Context: an optimization exercise on an open-source flow, tuned for small area, a short achievable clock period and few clock cycles per item. The choices shown serve that exercise and are no tape-out recipe.
In this exercise RTL edits were held to simulation tests only and were not proved equivalent to the original.
No activity file was given, so power comes from the tool's default toggle rates.

[design.v]
`default_nettype none
package dtd_pkg;
   localparam int SAMPLE_W    = 16;
   localparam int SQ_W        = 31;
   localparam int SUM_W       = 42;
   localparam int LVL_W       = 32;
   localparam int ALPHA_W     = 16;
   localparam int RATIO_W     = 16;
   localparam int SILENCE_W   = 24;
   localparam int CSR_DATA_W  = 24;
   localparam int CSR_IDX_W   = 2;
   localparam int QDEPTH      = 2;
   localparam int LEVEL_W     = $clog2(QDEPTH + 1);
   localparam int DEF_MAX_FRAME_SAMPLES = 1024;
   localparam logic [ALPHA_W-1:0]   ALPHA_RESET   = 16'd58982;
   localparam logic [RATIO_W-1:0]   RATIO_RESET   = 16'd128;
   localparam logic [SILENCE_W-1:0] SILENCE_RESET = 24'd11;
   typedef enum logic [CSR_IDX_W-1:0] {
      CSR_ALPHA   = 2'd0,
      CSR_RATIO   = 2'd1,
      CSR_SILENCE = 2'd2
   } csr_index_type;
   typedef enum logic [1:0] {
      TALK_SILENCE   = 2'd0,
      TALK_FAR_ONLY  = 2'd1,
      TALK_NEAR_ONLY = 2'd2,
      TALK_DOUBLE    = 2'd3
   } talk_state_type;
   typedef struct packed {
      logic [ALPHA_W-1:0]   alpha;
      logic [RATIO_W-1:0]   ratio_threshold;
      logic [SILENCE_W-1:0] silence_threshold;
   } cfg_type;
endpackage
`default_nettype wire
`default_nettype none
module dtd_queue #(
   parameter int DATA_W = 2 * dtd_pkg::SUM_W + 11
) (
   input  wire logic              clock,
   input  wire logic              reset,
   input  wire logic              push,
   input  wire logic [DATA_W-1:0] push_data,
   input  wire logic              pop,
   output logic                   pop_valid,
   output logic [DATA_W-1:0]      pop_data,
   output logic [dtd_pkg::LEVEL_W-1:0]     level
);
   localparam int QDEPTH = dtd_pkg::QDEPTH;
   localparam int LEVEL_W = dtd_pkg::LEVEL_W;
   localparam int PTR_W = (QDEPTH > 1) ? $clog2(QDEPTH) : 1;
   logic [DATA_W-1:0]  mem_ff [QDEPTH];
   logic [PTR_W-1:0]   wr_ptr_ff, wr_ptr_in;
   logic [PTR_W-1:0]   rd_ptr_ff, rd_ptr_in;
   logic [LEVEL_W-1:0] level_ff, level_in;
   logic               do_pop;
   assign pop_valid = (level_ff != '0);
   assign pop_data  = mem_ff[rd_ptr_ff];
   assign level     = level_ff;
   assign do_pop    = pop && pop_valid;
   always_comb begin
      wr_ptr_in = wr_ptr_ff;
      rd_ptr_in = rd_ptr_ff;
      level_in  = level_ff;
      if (push) begin
         wr_ptr_in = wr_ptr_ff + PTR_W'(1);
      end
      if (do_pop) begin
         rd_ptr_in = rd_ptr_ff + PTR_W'(1);
      end
      if (push && !do_pop) begin
         level_in = level_ff + LEVEL_W'(1);
      end else if (!push && do_pop) begin
         level_in = level_ff - LEVEL_W'(1);
      end
   end
   always_ff @(posedge clock) begin
      if (reset) begin
         wr_ptr_ff <= '0;
         rd_ptr_ff <= '0;
         level_ff  <= '0;
      end else begin
         wr_ptr_ff <= wr_ptr_in;
         rd_ptr_ff <= rd_ptr_in;
         level_ff  <= level_in;
      end
      if (push) begin
         mem_ff[wr_ptr_ff] <= push_data;
      end
   end
endmodule
`default_nettype wire
`default_nettype none
module dtd_front #(
   parameter int MAX_FRAME_SAMPLES = dtd_pkg::DEF_MAX_FRAME_SAMPLES,
   localparam int DIV_W   = $clog2(MAX_FRAME_SAMPLES + 2),
   localparam int ENTRY_W = 2 * dtd_pkg::SUM_W + DIV_W
) (
   input  wire logic         clock,
   input  wire logic         reset,
   input  wire logic         req_valid,
   output logic              req_ready,
   input  wire logic [dtd_pkg::SAMPLE_W-1:0] req_far_sample,
   input  wire logic [dtd_pkg::SAMPLE_W-1:0] req_mic_sample,
   input  wire logic         req_frame_end,
   input  wire logic [dtd_pkg::LEVEL_W-1:0] q_level,
   output logic              push,
   output logic [ENTRY_W-1:0] push_data
);
   localparam int SAMPLE_W = dtd_pkg::SAMPLE_W;
   localparam int SQ_W = dtd_pkg::SQ_W;
   localparam int SUM_W = dtd_pkg::SUM_W;
   localparam int QDEPTH = dtd_pkg::QDEPTH;
   localparam int LEVEL_W = dtd_pkg::LEVEL_W;
   localparam int CNT_W = $clog2(MAX_FRAME_SAMPLES + 1);
   localparam logic [CNT_W-1:0] CNT_LIMIT = CNT_W'(MAX_FRAME_SAMPLES - 1);
   function automatic logic [SQ_W-1:0] square_q15(input logic [SAMPLE_W-1:0] raw);
      logic [SAMPLE_W-1:0] mag;
      mag = raw[SAMPLE_W-1] ? (~raw + SAMPLE_W'(1)) : raw;
      square_q15 = SQ_W'({16'b0, mag} * {16'b0, mag});
   endfunction
   logic [CNT_W-1:0]   cnt_ff, cnt_in;
   logic               s1_valid_ff, s1_valid_in;
   logic               s1_last_ff, s1_last_in;
   logic [SQ_W-1:0]    s1_far_sq_ff, s1_far_sq_in;
   logic [SQ_W-1:0]    s1_mic_sq_ff, s1_mic_sq_in;
   logic [DIV_W-1:0]   s1_div_ff, s1_div_in;
   logic [SUM_W-1:0]   far_sum_ff, far_sum_in;
   logic [SUM_W-1:0]   mic_sum_ff, mic_sum_in;
   logic [SUM_W-1:0]   far_next, mic_next;
   logic [LEVEL_W:0]   need;
   logic               accept;
   logic               keep;
   assign need      = {1'b0, q_level} + {{LEVEL_W{1'b0}}, s1_valid_ff && s1_last_ff};
   assign req_ready = (need < (LEVEL_W + 1)'(QDEPTH));
   assign accept    = req_valid && req_ready;
   assign keep      = req_frame_end || (cnt_ff < CNT_LIMIT);
   assign far_next  = far_sum_ff + SUM_W'(s1_far_sq_ff);
   assign mic_next  = mic_sum_ff + SUM_W'(s1_mic_sq_ff);
   assign push      = s1_valid_ff && s1_last_ff;
   assign push_data = {far_next, mic_next, s1_div_ff};
   always_comb begin
      cnt_in       = cnt_ff;
      s1_valid_in  = accept && keep;
      s1_last_in   = req_frame_end;
      s1_far_sq_in = square_q15(req_far_sample);
      s1_mic_sq_in = square_q15(req_mic_sample);
      s1_div_in    = DIV_W'(cnt_ff) + DIV_W'(2);
      if (accept) begin
         if (req_frame_end) begin
            cnt_in = '0;
         end else if (keep) begin
            cnt_in = cnt_ff + CNT_W'(1);
         end
      end
      far_sum_in = far_sum_ff;
      mic_sum_in = mic_sum_ff;
      if (s1_valid_ff) begin
         far_sum_in = s1_last_ff ? '0 : far_next;
         mic_sum_in = s1_last_ff ? '0 : mic_next;
      end
   end
   always_ff @(posedge clock) begin
      if (reset) begin
         cnt_ff      <= '0;
         s1_valid_ff <= 1'b0;
         far_sum_ff  <= '0;
         mic_sum_ff  <= '0;
      end else begin
         cnt_ff      <= cnt_in;
         s1_valid_ff <= s1_valid_in;
         far_sum_ff  <= far_sum_in;
         mic_sum_ff  <= mic_sum_in;
      end
      s1_last_ff   <= s1_last_in;
      s1_far_sq_ff <= s1_far_sq_in;
      s1_mic_sq_ff <= s1_mic_sq_in;
      s1_div_ff    <= s1_div_in;
   end
endmodule
`default_nettype wire
`default_nettype none
module dtd_back #(
   parameter int MAX_FRAME_SAMPLES = dtd_pkg::DEF_MAX_FRAME_SAMPLES,
   localparam int DIV_W   = $clog2(MAX_FRAME_SAMPLES + 2),
   localparam int ENTRY_W = 2 * dtd_pkg::SUM_W + DIV_W
) (
   input  wire logic               clock,
   input  wire logic               reset,
   input  wire dtd_pkg::cfg_type            cfg,
   input  wire logic               q_valid,
   input  wire logic [ENTRY_W-1:0] q_data,
   output logic                    q_pop,
   output logic                    rsp_valid,
   input  wire logic               rsp_ready,
   output logic [1:0]              rsp_talk_state,
   output logic                    rsp_adapt_hold
);
   localparam int SUM_W = dtd_pkg::SUM_W;
   localparam int LVL_W = dtd_pkg::LVL_W;
   localparam int ALPHA_W = dtd_pkg::ALPHA_W;
   localparam int BIT_CNT_W = $clog2(SUM_W);
   localparam logic [BIT_CNT_W-1:0] BIT_LAST = BIT_CNT_W'(SUM_W - 1);
   localparam int MUL_A_W = ALPHA_W + 1;
   localparam int PROD_W  = MUL_A_W + SUM_W;
   localparam int ACC_W   = LVL_W + 16;
   typedef enum logic [2:0] {
      ST_IDLE,
      ST_DIVIDE,
      ST_FAR_OLD,
      ST_FAR_NEW,
      ST_MIC_OLD,
      ST_MIC_NEW,
      ST_RATIO,
      ST_DECIDE
   } state_type;
   state_type            state_ff, state_in;
   logic [BIT_CNT_W-1:0] bit_cnt_ff, bit_cnt_in;
   logic [SUM_W-1:0]     far_quo_ff, far_quo_in;
   logic [SUM_W-1:0]     mic_quo_ff, mic_quo_in;
   logic [DIV_W-1:0]     far_rem_ff, far_rem_in;
   logic [DIV_W-1:0]     mic_rem_ff, mic_rem_in;
   logic [DIV_W-1:0]     div_ff, div_in;
   logic [PROD_W-1:0]    prod_ff, prod_in;
   logic [ACC_W-1:0]     acc_ff, acc_in;
   logic [LVL_W-1:0]     far_lvl_ff, far_lvl_in;
   logic [LVL_W-1:0]     mic_lvl_ff, mic_lvl_in;
   logic                 out_valid_ff, out_valid_in;
   dtd_pkg::talk_state_type       talk_ff, talk_in;
   logic                 frozen_ff, frozen_in;
   logic [DIV_W:0]       far_trial, mic_trial;
   logic                 far_ge, mic_ge;
   logic [MUL_A_W-1:0]   mul_a;
   logic [SUM_W-1:0]     mul_b;
   logic [MUL_A_W-1:0]   one_minus_alpha;
   logic [ACC_W-1:0]     smooth_sum;
   logic [LVL_W-1:0]     smooth_lvl;
   logic                 far_on, mic_on, ratio_hit;
   logic                 emit;
   assign far_trial       = {far_rem_ff, far_quo_ff[SUM_W-1]};
   assign mic_trial       = {mic_rem_ff, mic_quo_ff[SUM_W-1]};
   assign far_ge          = (far_trial >= {1'b0, div_ff});
   assign mic_ge          = (mic_trial >= {1'b0, div_ff});
   assign one_minus_alpha = MUL_A_W'(1 << ALPHA_W) - {1'b0, cfg.alpha};
   assign smooth_sum      = acc_ff + prod_ff[ACC_W-1:0];
   assign smooth_lvl      = smooth_sum[ACC_W-1:16];
   assign far_on    = (far_lvl_ff > LVL_W'(cfg.silence_threshold));
   assign mic_on    = (mic_lvl_ff > LVL_W'(cfg.silence_threshold));
   assign ratio_hit = (PROD_W'({mic_lvl_ff, 8'b0}) > prod_ff);
   assign emit      = (state_ff == ST_DECIDE) && (!out_valid_ff || rsp_ready);
   assign q_pop          = (state_ff == ST_IDLE) && q_valid;
   assign rsp_valid      = out_valid_ff;
   assign rsp_talk_state = talk_ff;
   assign rsp_adapt_hold = frozen_ff;
   always_comb begin
      case (state_ff)
         ST_FAR_OLD: begin
            mul_a = {1'b0, cfg.alpha};
            mul_b = SUM_W'(far_lvl_ff);
         end
         ST_FAR_NEW: begin
            mul_a = one_minus_alpha;
            mul_b = far_quo_ff;
         end
         ST_MIC_OLD: begin
            mul_a = {1'b0, cfg.alpha};
            mul_b = SUM_W'(mic_lvl_ff);
         end
         ST_MIC_NEW: begin
            mul_a = one_minus_alpha;
            mul_b = mic_quo_ff;
         end
         ST_RATIO: begin
            mul_a = {1'b0, cfg.ratio_threshold};
            mul_b = SUM_W'(far_lvl_ff) + SUM_W'(1);
         end
         default: begin
            mul_a = '0;
            mul_b = '0;
         end
      endcase
   end
   always_comb begin
      state_in     = state_ff;
      bit_cnt_in   = bit_cnt_ff;
      far_quo_in   = far_quo_ff;
      mic_quo_in   = mic_quo_ff;
      far_rem_in   = far_rem_ff;
      mic_rem_in   = mic_rem_ff;
      div_in       = div_ff;
      prod_in      = PROD_W'(mul_a) * PROD_W'(mul_b);
      acc_in       = acc_ff;
      far_lvl_in   = far_lvl_ff;
      mic_lvl_in   = mic_lvl_ff;
      out_valid_in = out_valid_ff && !rsp_ready;
      talk_in      = talk_ff;
      frozen_in    = frozen_ff;
      case (state_ff)
         ST_IDLE: begin
            if (q_valid) begin
               far_quo_in = q_data[ENTRY_W-1 -: SUM_W];
               mic_quo_in = q_data[DIV_W +: SUM_W];
               div_in     = q_data[DIV_W-1:0];
               far_rem_in = '0;
               mic_rem_in = '0;
               bit_cnt_in = '0;
               state_in   = ST_DIVIDE;
            end
         end
         ST_DIVIDE: begin
            far_rem_in = far_ge ? DIV_W'(far_trial - {1'b0, div_ff}) : DIV_W'(far_trial);
            mic_rem_in = mic_ge ? DIV_W'(mic_trial - {1'b0, div_ff}) : DIV_W'(mic_trial);
            far_quo_in = {far_quo_ff[SUM_W-2:0], far_ge};
            mic_quo_in = {mic_quo_ff[SUM_W-2:0], mic_ge};
            bit_cnt_in = bit_cnt_ff + BIT_CNT_W'(1);
            if (bit_cnt_ff == BIT_LAST) begin
               state_in = ST_FAR_OLD;
            end
         end
         ST_FAR_OLD: begin
            state_in = ST_FAR_NEW;
         end
         ST_FAR_NEW: begin
            acc_in   = prod_ff[ACC_W-1:0];
            state_in = ST_MIC_OLD;
         end
         ST_MIC_OLD: begin
            far_lvl_in = smooth_lvl;
            state_in   = ST_MIC_NEW;
         end
         ST_MIC_NEW: begin
            acc_in   = prod_ff[ACC_W-1:0];
            state_in = ST_RATIO;
         end
         ST_RATIO: begin
            mic_lvl_in = smooth_lvl;
            state_in   = ST_DECIDE;
         end
         ST_DECIDE: begin
            prod_in = prod_ff;
            if (emit) begin
               if (far_on && mic_on) begin
                  talk_in = ratio_hit ? dtd_pkg::TALK_DOUBLE : dtd_pkg::TALK_FAR_ONLY;
               end else if (far_on) begin
                  talk_in = dtd_pkg::TALK_FAR_ONLY;
               end else if (mic_on) begin
                  talk_in = dtd_pkg::TALK_NEAR_ONLY;
               end else begin
                  talk_in = dtd_pkg::TALK_SILENCE;
               end
               frozen_in    = mic_on && (!far_on || ratio_hit);
               out_valid_in = 1'b1;
               state_in     = ST_IDLE;
            end
         end
         default: begin
            state_in = ST_IDLE;
         end
      endcase
   end
   always_ff @(posedge clock) begin
      if (reset) begin
         state_ff     <= ST_IDLE;
         far_lvl_ff   <= '0;
         mic_lvl_ff   <= '0;
         out_valid_ff <= 1'b0;
      end else begin
         state_ff     <= state_in;
         far_lvl_ff   <= far_lvl_in;
         mic_lvl_ff   <= mic_lvl_in;
         out_valid_ff <= out_valid_in;
      end
      bit_cnt_ff <= bit_cnt_in;
      far_quo_ff <= far_quo_in;
      mic_quo_ff <= mic_quo_in;
      far_rem_ff <= far_rem_in;
      mic_rem_ff <= mic_rem_in;
      div_ff     <= div_in;
      prod_ff    <= prod_in;
      acc_ff     <= acc_in;
      talk_ff    <= talk_in;
      frozen_ff  <= frozen_in;
   end
endmodule
`default_nettype wire
`default_nettype none
module double_talk_detector_unit #(
   parameter int MAX_FRAME_SAMPLES = dtd_pkg::DEF_MAX_FRAME_SAMPLES
) (
   input  wire logic                  clock,
   input  wire logic                  reset,
   input  wire logic                  req_valid,
   output logic                       req_ready,
   input  wire logic [dtd_pkg::SAMPLE_W-1:0]   req_far_sample,
   input  wire logic [dtd_pkg::SAMPLE_W-1:0]   req_mic_sample,
   input  wire logic                  req_frame_end,
   output logic                       rsp_valid,
   input  wire logic                  rsp_ready,
   output logic [1:0]                 rsp_talk_state,
   output logic                       rsp_adapt_hold,
   input  wire logic                  csr_write_enable,
   input  wire logic [dtd_pkg::CSR_IDX_W-1:0]  csr_index,
   input  wire logic [dtd_pkg::CSR_DATA_W-1:0] csr_write_data
);
   localparam int SUM_W = dtd_pkg::SUM_W;
   localparam int ALPHA_W = dtd_pkg::ALPHA_W;
   localparam int RATIO_W = dtd_pkg::RATIO_W;
   localparam int SILENCE_W = dtd_pkg::SILENCE_W;
   localparam int LEVEL_W = dtd_pkg::LEVEL_W;
   localparam int DIV_W   = $clog2(MAX_FRAME_SAMPLES + 2);
   localparam int ENTRY_W = 2 * SUM_W + DIV_W;
   dtd_pkg::cfg_type            cfg_ff, cfg_in;
   logic               push;
   logic [ENTRY_W-1:0] push_data;
   logic               pop;
   logic               pop_valid;
   logic [ENTRY_W-1:0] pop_data;
   logic [LEVEL_W-1:0] q_level;
   always_comb begin
      cfg_in = cfg_ff;
      if (csr_write_enable) begin
         case (csr_index)
            dtd_pkg::CSR_ALPHA:   cfg_in.alpha             = csr_write_data[ALPHA_W-1:0];
            dtd_pkg::CSR_RATIO:   cfg_in.ratio_threshold   = csr_write_data[RATIO_W-1:0];
            dtd_pkg::CSR_SILENCE: cfg_in.silence_threshold = csr_write_data[SILENCE_W-1:0];
            default: begin
            end
         endcase
      end
   end
   always_ff @(posedge clock) begin
      if (reset) begin
         cfg_ff.alpha             <= dtd_pkg::ALPHA_RESET;
         cfg_ff.ratio_threshold   <= dtd_pkg::RATIO_RESET;
         cfg_ff.silence_threshold <= dtd_pkg::SILENCE_RESET;
      end else begin
         cfg_ff <= cfg_in;
      end
   end
   dtd_front #(
      .MAX_FRAME_SAMPLES (MAX_FRAME_SAMPLES)
   ) u_front (
      .clock     (clock),
      .reset     (reset),
      .req_valid      (req_valid),
      .req_ready      (req_ready),
      .req_far_sample (req_far_sample),
      .req_mic_sample (req_mic_sample),
      .req_frame_end  (req_frame_end),
      .q_level   (q_level),
      .push      (push),
      .push_data (push_data)
   );
   dtd_queue #(
      .DATA_W (ENTRY_W)
   ) u_queue (
      .clock     (clock),
      .reset     (reset),
      .push      (push),
      .push_data (push_data),
      .pop       (pop),
      .pop_valid (pop_valid),
      .pop_data  (pop_data),
      .level     (q_level)
   );
   dtd_back #(
      .MAX_FRAME_SAMPLES (MAX_FRAME_SAMPLES)
   ) u_back (
      .clock   (clock),
      .reset   (reset),
      .cfg     (cfg_ff),
      .q_valid (pop_valid),
      .q_data  (pop_data),
      .q_pop   (pop),
      .rsp_valid      (rsp_valid),
      .rsp_ready      (rsp_ready),
      .rsp_talk_state (rsp_talk_state),
      .rsp_adapt_hold (rsp_adapt_hold)
   );
endmodule
`default_nettype wire
[run.sh]
#!/bin/bash
# synth_recipe.tcl (not shown) runs the flow's synth.tcl, then flattens the netlist and writes it again
# the make line also repeats each setting of config.mk as NAME=value (left out here)
make -C /OpenROAD-flow-scripts/flow DESIGN_CONFIG=/design/flow/config.mk WORK_HOME=/design/flow/orfs CLKGATE_MAP_FILE= SYNTH_SCRIPT=/design/flow/synth_recipe.tcl finish
[config.mk]
export PLATFORM = sky130hd
export DESIGN_NAME = double_talk_detector_unit
export DESIGN_NICKNAME = double_talk_detector_unit
export VERILOG_FILES = /design/flow/design.v
export SDC_FILE = /design/flow/constraint.sdc
export NUM_CORES = 4
export LEC_CHECK = 0
export CAP_MARGIN = 20
export CORE_MARGIN = 2
export CORE_UTILIZATION = 40
export PLACE_DENSITY = 0.6
export SLEW_MARGIN = 20
[constraint.sdc]
create_clock -name core_clock -period 10.0 [get_ports {clock}]
set_input_delay 2.0000 -clock core_clock [delete_from_list [all_inputs] [get_ports {clock}]]
set_output_delay 2.0000 -clock core_clock [all_outputs]
set_load 0.01 [all_outputs]
==> out/results.txt <==
status - timing/DRC/antenna clean
H-Tree Level Count - 3
routability congestion estimate from global placement - 0.945
worst-skew pair later-pin latency - 0.73 ns
ANT nets after route - 0
post-CTS resize count - 0
Die ar. - 182000 µm²
clk_skew - 0.0840 ns
slew margin rel. - 0.241
hold buffers post-CTS - 0
Worst Hold Class - reg -> reg
Peak VDD IR - 532 µV
largest net degree at the start of global routing - 117
CTS tree - done
sequential share of the synthesized area - 0.260
critical path required time - 10.55 ns
critical path class - reg -> reg
via count - 53600
critical path data arrival time - 10.04 ns
Leak Pwr - 35.5 nW
Initial Util - 0.402
Routed WL per cell - 20.2 µm
initial antenna violation count - 6
die height - 427 µm
Worst path max stage delay - 0.54 ns
post-synthesis async set-or-reset flop share - 0
Final Max Tran Viols - 0
Reg clk slew, reported paths - 0.06 ns
total global routing overflow - 0
Final nets - 9232
Area contributors post-synth - fa_1 26%, edfxtp_1 18%, ha_1 9.5%
Total GRT Usage - 0.227
yosys warns - 4
Slew @ Worst Pin - 1.13 ns
Mapped Area - 71600 µm²
DRT Pass-1 Iters - 8
Final Critical Period - 9.48 ns
largest area contributor in the synthesized netlist - fa_1
setup TNS - 0 ns
root buffer cell - clkbuf_16
Unique masters post-synth - 103
critical path's slowest cell - fa_1
Area Overhead vs Synth - 9.58%
drc violations - 0
row count - 155
RSZ-0062 raised after global routing - false
I/O Pins - 69
global-route wire length before repair - 320000 µm
EDFF count, synth - 423
Detail Placement HPWL - 164000 µm
buffers inserted during post-CTS setup optimization - 0
final hold vios - 0
fmax - 0.105 GHz
Synth Register Bits - 720
post-synthesis cell count - 7648
core area - 178000 µm²
max-cap violations - 0
CTS Buf Count - 80
Worst setup SP type - flop
Worst setup EP type - flop
most numerous cell in the Yosys netlist - inv_1
total power - 24.5 mW
die width - 427 µm
crit-path max FO - 7
Post-synth top flop - edfxtp_1
Most Frequent Cell on Critical Path - fa_1
Starting DRT DRC Count - 4077
clock sinks - 720
layout cells sized above 1 - 0.0532
Pwr per Cell Area - 312 nW/µm²
crit share post-route - 0.948
clk buf depth - 3
final setup violation count - 0
Post-Route WL - 205000 µm
PortBufs - 68
DR vias/cell - 5.30
Synth Area per Inst - 9.36 µm²
top cell type's share of synthesized area - 0.260
vias in the first global route - 55300
top cells by count, synth - 1231 x inv_1, 1106 x nand2_1, 929 x fa_1
## stage by stage
| stage | hold slack [ns] | worst slack (ns) | cells | util | cell area, µm² |
|---|---|---|---|---|---|
| 3_3_place_gp | 0.407 | 0.285 | 9970 | 0.424 | 75700 |
| 2_1_floorplan | 0.404 | 0.162 | 7670 | - | 71700 |
| 4_1_cts | 0.428 | 0.678 | 10100 | 0.440 | 78400 |
| 5_1_grt | 0.438 | 0.160 | 10100 | 0.440 | 78500 |
| 3_5_place_dp | 0.414 | 0.0872 | 9970 | 0.425 | 75700 |
| 6_report | 0.425 | 0.518 | 10100 | 0.440 | 78500 |
## sequential cells by signal, summed over array words and instances (netlist names), 32 cells and up, named ones only
| register | flops |
|---|---|
| u_back.prod_ff | 59 |
| u_front.mic_sum_ff | 42 |
| u_queue.mem_ff | 190 |
| u_back.mic_lvl_ff | 32 |
| u_back.acc_ff | 48 |
| u_front.far_sum_ff | 42 |
| u_back.mic_quo_ff | 42 |
| u_back.far_lvl_ff | 32 |
| cfg_ff | 56 |
| u_back.far_quo_ff | 42 |
## path summary, 6_finish.rpt
kind                             start              endpoint  slack [ns]  cells past startpoint
setup / recovery  u_back.far_lvl_ff[8]    u_back.prod_ff[55]        0.52                     31
hold / removal    u_front.s1_div_ff[7]  u_queue.mem_ff[1][7]        0.42                      0
setup reg to reg  u_back.far_lvl_ff[8]    u_back.prod_ff[55]        0.52                     31
hold reg to reg   u_front.s1_div_ff[7]  u_queue.mem_ff[1][7]        0.42                      0
## cell type report
cell class              count  area (µm²)
clock inverters            43         542
well taps                2355        2950
flip-flops and latches    720       18700
repair buffers            250        2120
multi-input cells        5401       47300
diodes                      5        12.5
clock buffers             107        2230
fillers                 17200       99800
inverters                1245        4670
## cell usage in the layout (no fill, tap or decap), types with 33 or more instances in the layout
cell,count
a21o_1,145
a21oi_1,368
a22o_1,42
a22oi_1,41
a31oi_1,47
and2_1,49
and3_1,34
buf_4,175
clkbuf_16,81
clkdlybuf4s50_1,67
dfxtp_1,295
edfxtp_1,423
fa_1,929
ha_1,541
inv_1,1231
mux2i_1,103
nand2_1,1105
nand2b_1,52
nand3_1,78
nand4_1,87
nor2_1,599
nor2b_1,73
nor3_1,57
o21a_1,33
o21ai_0,224
or3_1,36
xnor2_1,214
xor2_1,99
## power breakdown
group          leakage [nW]  total (mW)  switching [mW]  internal, mW
Sequential             6.58        5.22           0.717          4.50
Clock                  1.35        3.06            1.31          1.76
Combinational          27.6        16.2            9.59          6.63
Total                  35.5        24.5            11.6          12.9
## critical path, delay by kind of cell, from the launching register on
family / cells / cell delay (ns)
xor gates and xnor gates: 1 / 0.14
DFF: 1 / 0.51
AOI/OAI and AO/OA: 7 / 1.62
buffers and inverters: 4 / 0.39
and+or+nand+nor: 12 / 3.38
adders and majority gates: 7 / 3.31
## per-layer routing
metal | vias to the layer above | part of all wire | wire, µm | global-route usage
met1 | 26700 | 0.43 | 87200 | 0.295
met5 | - | 0 | 0 | 0
met2 | 1557 | 0.48 | 98200 | 0.386
li1 | 25000 | - | - | -
met4 | 0 | 0.042 | 8680 | 0.0867
met3 | 384 | 0.051 | 10500 | 0.0267
## cells by family after synthesis
family	Yosys count	synth area share
AOI/OAI and AO/OA	1168	0.106
other	2	0.000105
muxes	114	0.0161
adders and majority gates	1470	0.354
xor gates and xnor gates	313	0.0383
DFF	720	0.260
buffers and inverters	1549	0.0819
and+or+nand+nor	2312	0.143
Testbench counts, summed over its fixed seeds: cycles 28,744, items 384.

-- port drivers added, routing unchanged --
In the flow no input, the clock included, has a driving cell. The finished layout below was timed again as built, in two steps.
Step 1, drivers: a clkbuf_16 drives clock and a buf_2 each remaining input, both assumed.
Step 2 moves the port delays by t, midway between the first and last clock arrival at a register: inputs arrive t later, outputs are due t later. That takes back most of the time a late clock gives input paths.
Three values: ideal, step 1, step 2; two values: the first two.
t, ns: 0.766
slack for setup (ns): 0.518 / 0.518 / 0.158
worst data-port slew with drivers (ns): 0.21
After both steps this run still meets setup and hold. The setup slack of this run moves by 0.000 ns with the drivers and by -0.360 ns with both steps.
